Context: an optimization exercise on an open-source flow, tuned for a short achievable clock period and few clock cycles. The choices shown serve that exercise and are no tape-out recipe.
The RTL was checked by simulation tests, not by an equivalence proof against the original design.
The clock port is modelled as an ideal driver; clocking choices that lean on that would not hold on a real chip.
Power is estimated from default activity; no workload was simulated.

Design busCpu, start of the top module:
module busCpu (
    input  logic                       Clock,
    input  logic                       rst,
    input  logic                       instrValid,
    input  logic [32-1:0]     instrWord,
    output logic                       instrReady,
    output logic                       retireValid,
    output logic [4-1:0] retireDest,
    output logic [32-1:0]     retireData
);
clock: 11.0 ns
lec_check: 0
abc_clock_period_in_ps: 1000
cap_margin: 20
core_margin: 2
core_utilization: 55
cts_buf_list: sky130_fd_sc_hd__clkbuf_16
cts_cluster_diameter: 80
cts_cluster_size: 20
slew_margin: 20
synth_hierarchical: 1
synth_minimum_keep_size: 0
standard.sh (not shown) runs the stock make flow with config.mk's settings and CLKGATE_MAP_FILE= SYNTH_SCRIPT=/design/flow/synth_recipe.tcl, a recipe that flattens the netlist after the stock synthesis.
==> flow/flow/run.sh <==
#!/bin/bash
# The standard layout (standard.sh, standard synthesis included), with two
# changes to how the layout is made:
set -euo pipefail
export SETUP_SLACK_MARGIN=${SETUP_SLACK_MARGIN:-7.5}
export PRE_CTS_TCL=$PWD/flow/move_out_ffs.tcl
bash standard.sh > standard_flow.log 2>&1
==> flow/flow/move_out_ffs.tcl <==
# Move each flip-flop that drives an output port's buffer next to that
# buffer, then legalize. Run after placement, before clock tree synthesis.
set block [ord::get_db_block]
set moved 0
foreach bterm [$block getBTerms] {
  if { [$bterm getIoType] != "OUTPUT" } { continue }
  set net [$bterm getNet]
  if { $net == "NULL" } { continue }
  set buf ""
  foreach it [$net getITerms] {
    if { [$it isOutputSignal] } { set buf [$it getInst] }
  }
  if { $buf == "" } { continue }
  set in_net ""
  foreach it [$buf getITerms] {
    if { [$it isInputSignal] && [$it getNet] != "NULL" } { set in_net [$it getNet] }
  }
  if { $in_net == "" } { continue }
  set drv ""
  foreach it [$in_net getITerms] {
    if { [$it isOutputSignal] } { set drv [$it getInst] }
  }
  if { $drv == "" } { continue }
  if { ![[$drv getMaster] isSequential] } { continue }
  lassign [$buf getLocation] bx by
  $drv setLocation $bx $by
  incr moved
}
puts "move_out_ffs: moved $moved flip-flops next to their output buffers"
detailed_placement
check_placement -verbose
Testbench counts at the start, summed over its fixed seeds: cycles 16,168.
Change:
--- a/flow/design.v
+++ b/flow/design.v
@@ -4650,15 +4650,15 @@
         .rc2 (rc2), .rc3 (rc3), .rc4 (rc4), .rc5 (rc5), .rc6 (rc6),
         .e2 (eff2), .e3 (eff3), .e4 (eff4), .e5 (eff5), .e6 (res6), .rf (rfB),
         .p2 (pd2), .p3 (pd3), .p4 (pd4), .p5 (pd5),
         .n2 (nx2), .n3 (nx3), .n4 (nx4), .hs (hs),
         .val (valB1), .stl (stlB1), .by1 (by1B1), .by2 (by2B1),
         .byM (byMB1), .byMhs (byMhsB1)
     );
-    assign stall = v1 & needOps1 & (stlA1 | stlB1);
+    assign stall = v1 & ((needOps1 & (stlA1 | stlB1)) | (isMul1 & (by1A1 | by1B1)));
     logic mulBusy1;
     assign mulBusy1 = mulv[2] | mulv[3] | mulv[4] | mulv[5];
     always_ff @(posedge Clock) begin
         if (rst) begin
             v <= '0;
         end else begin
             v <= {v[5:2], v1 & legal1 & ~stall};
@@ -4726,15 +4726,14 @@
     assign aluLo2 = ({16{fSum2}} & sumL2) | ({16{fAnd2}} & (aL2 & bX2)) |
                     ({16{fOr2}} & (aL2 | bX2)) | ({16{fVal2}} & eff2[15:0]);
     logic [15:0] hiA2, hiB2;
     assign hiA2 = by2A2 ? res4[31:16] : sAh2 ? hiReg[31:16] : sAl2 ? loReg[31:16] : opA2[31:16];
     assign hiB2 = by2B2 ? res4[31:16] : sBh2 ? hiReg[31:16] : sBl2 ? loReg[31:16] : opB2[31:16];
     logic        fSum3, fAnd3, fOr3, fVal3;
     logic        sBr3p, sBr3n, sBo3;
-    logic        mBy1A3, mBy1B3;    
     always_ff @(posedge Clock) begin
         rc3     <= rc2;
         res3    <= {eff2[31:16], aluLo2};
         c3      <= cL2;
         aLo3    <= aL2;
         bLo3    <= bX2;
         aHi3    <= hiA2;
@@ -4744,16 +4743,14 @@
         fAnd3   <= fAnd2;
         fOr3    <= fOr2;
         fVal3   <= fVal2;
         by1A3   <= by1A2;
         sBr3p   <= by1B2 & ~sub2;
         sBr3n   <= by1B2 & sub2;
         sBo3    <= ~by1B2;
-        mBy1A3  <= by1A2 & mul[2];
-        mBy1B3  <= by1B2 & mul[2];
     end
     logic [15:0] aH3, bH3, sumH3, aluHi3;
     logic [63:0] prod;
     assign aH3    = by1A3 ? res4[31:16] : aHi3;
     assign bH3    = ({16{sBr3p}} & res4[31:16]) | ({16{sBr3n}} & ~res4[31:16]) |
                     ({16{sBo3}} & bHi3);
     ksAdd16 addHi (
@@ -4761,21 +4758,18 @@
         .b    (bH3),
         .cin  (c3),
         .s    (sumH3),
         .cout ()
     );
     assign aluHi3 = ({16{fSum3}} & sumH3) | ({16{fAnd3}} & (aH3 & bH3)) |
                     ({16{fOr3}} & (aH3 | bH3)) | ({16{fVal3}} & eff3[31:16]);
-    logic [15:0] mAH3, mBH3;
-    assign mAH3 = mBy1A3 ? res4[31:16] : aHi3;
-    assign mBH3 = mBy1B3 ? res4[31:16] : bHi3;
     aluUnit aluUnit_i (
         .Clock (Clock),
-        .a     ({mAH3, aLo3}),
-        .b     ({mBH3, bLo3}),
+        .a     ({aHi3, aLo3}),
+        .b     ({bHi3, bLo3}),
         .p     (prod)
     );
     always_ff @(posedge Clock) begin
         rc4     <= rc3;
         res4    <= {aluHi3, alu[3] ? res3[15:0] : eff3[15:0]};
     end
     always_ff @(posedge Clock) begin
Outcome:
- non-clock buffer count came out higher by 34
- clock skew came out higher by 13 ps
- cell area came out higher by 0.35%
- sequential share of layout area hardly moves
- register-to-register slack got worse by 70 ps
- die area came out higher by 0.33%
- routed wire length came out higher by 5.6%
- via count came out higher by about 3.5%
- critical path depth came out higher by 9
- hold slack improved by 3.5 ps
- total power barely changes
- combinational power came out higher by 13%
- worst setup slack got worse by 31 ps
Testbench counts after the change, summed over its fixed seeds: cycles 16,283.

-- port drivers added, routing unchanged --
How much do the figures lean on ideal ports? The routed layouts below were timed once more, with nothing changed but the port constraints. Step 1 (the two cells are an assumption about what drives the block):
set clk [get_ports {Clock}]
set_driving_cell -lib_cell sky130_fd_sc_hd__clkbuf_16 $clk
set_driving_cell -lib_cell sky130_fd_sc_hd__buf_2 [delete_from_list [all_inputs] $clk]
Step 2 adds t to the input delays and takes it off the output delays; t is the mean of the earliest and latest rising clock arrival at the registers after step 1. Input paths then give back, and output paths get back, about the clock's delay inside the block. a / b / c = ideal ports / drivers / drivers and shift; a / b = the first two.
| run | shift t [ns] | slack for setup (ns) | hold WS [ns] | worst data-port slew with drivers (ns) |
|---|---|---|---|---|
| the first run | 0.895 | 7.532 / 7.441 / 7.119 | 0.331 / 0.331 / 0.331 | 0.05 |
| the second run | 0.895 | 7.500 / 7.438 / 7.137 | 0.335 / 0.335 / 0.335 | 0.08 |
After both steps every run listed still meets setup and hold. For the first run, which loses most, drivers alone change the setup slack by -0.091 ns; drivers and shift together by -0.413 ns.
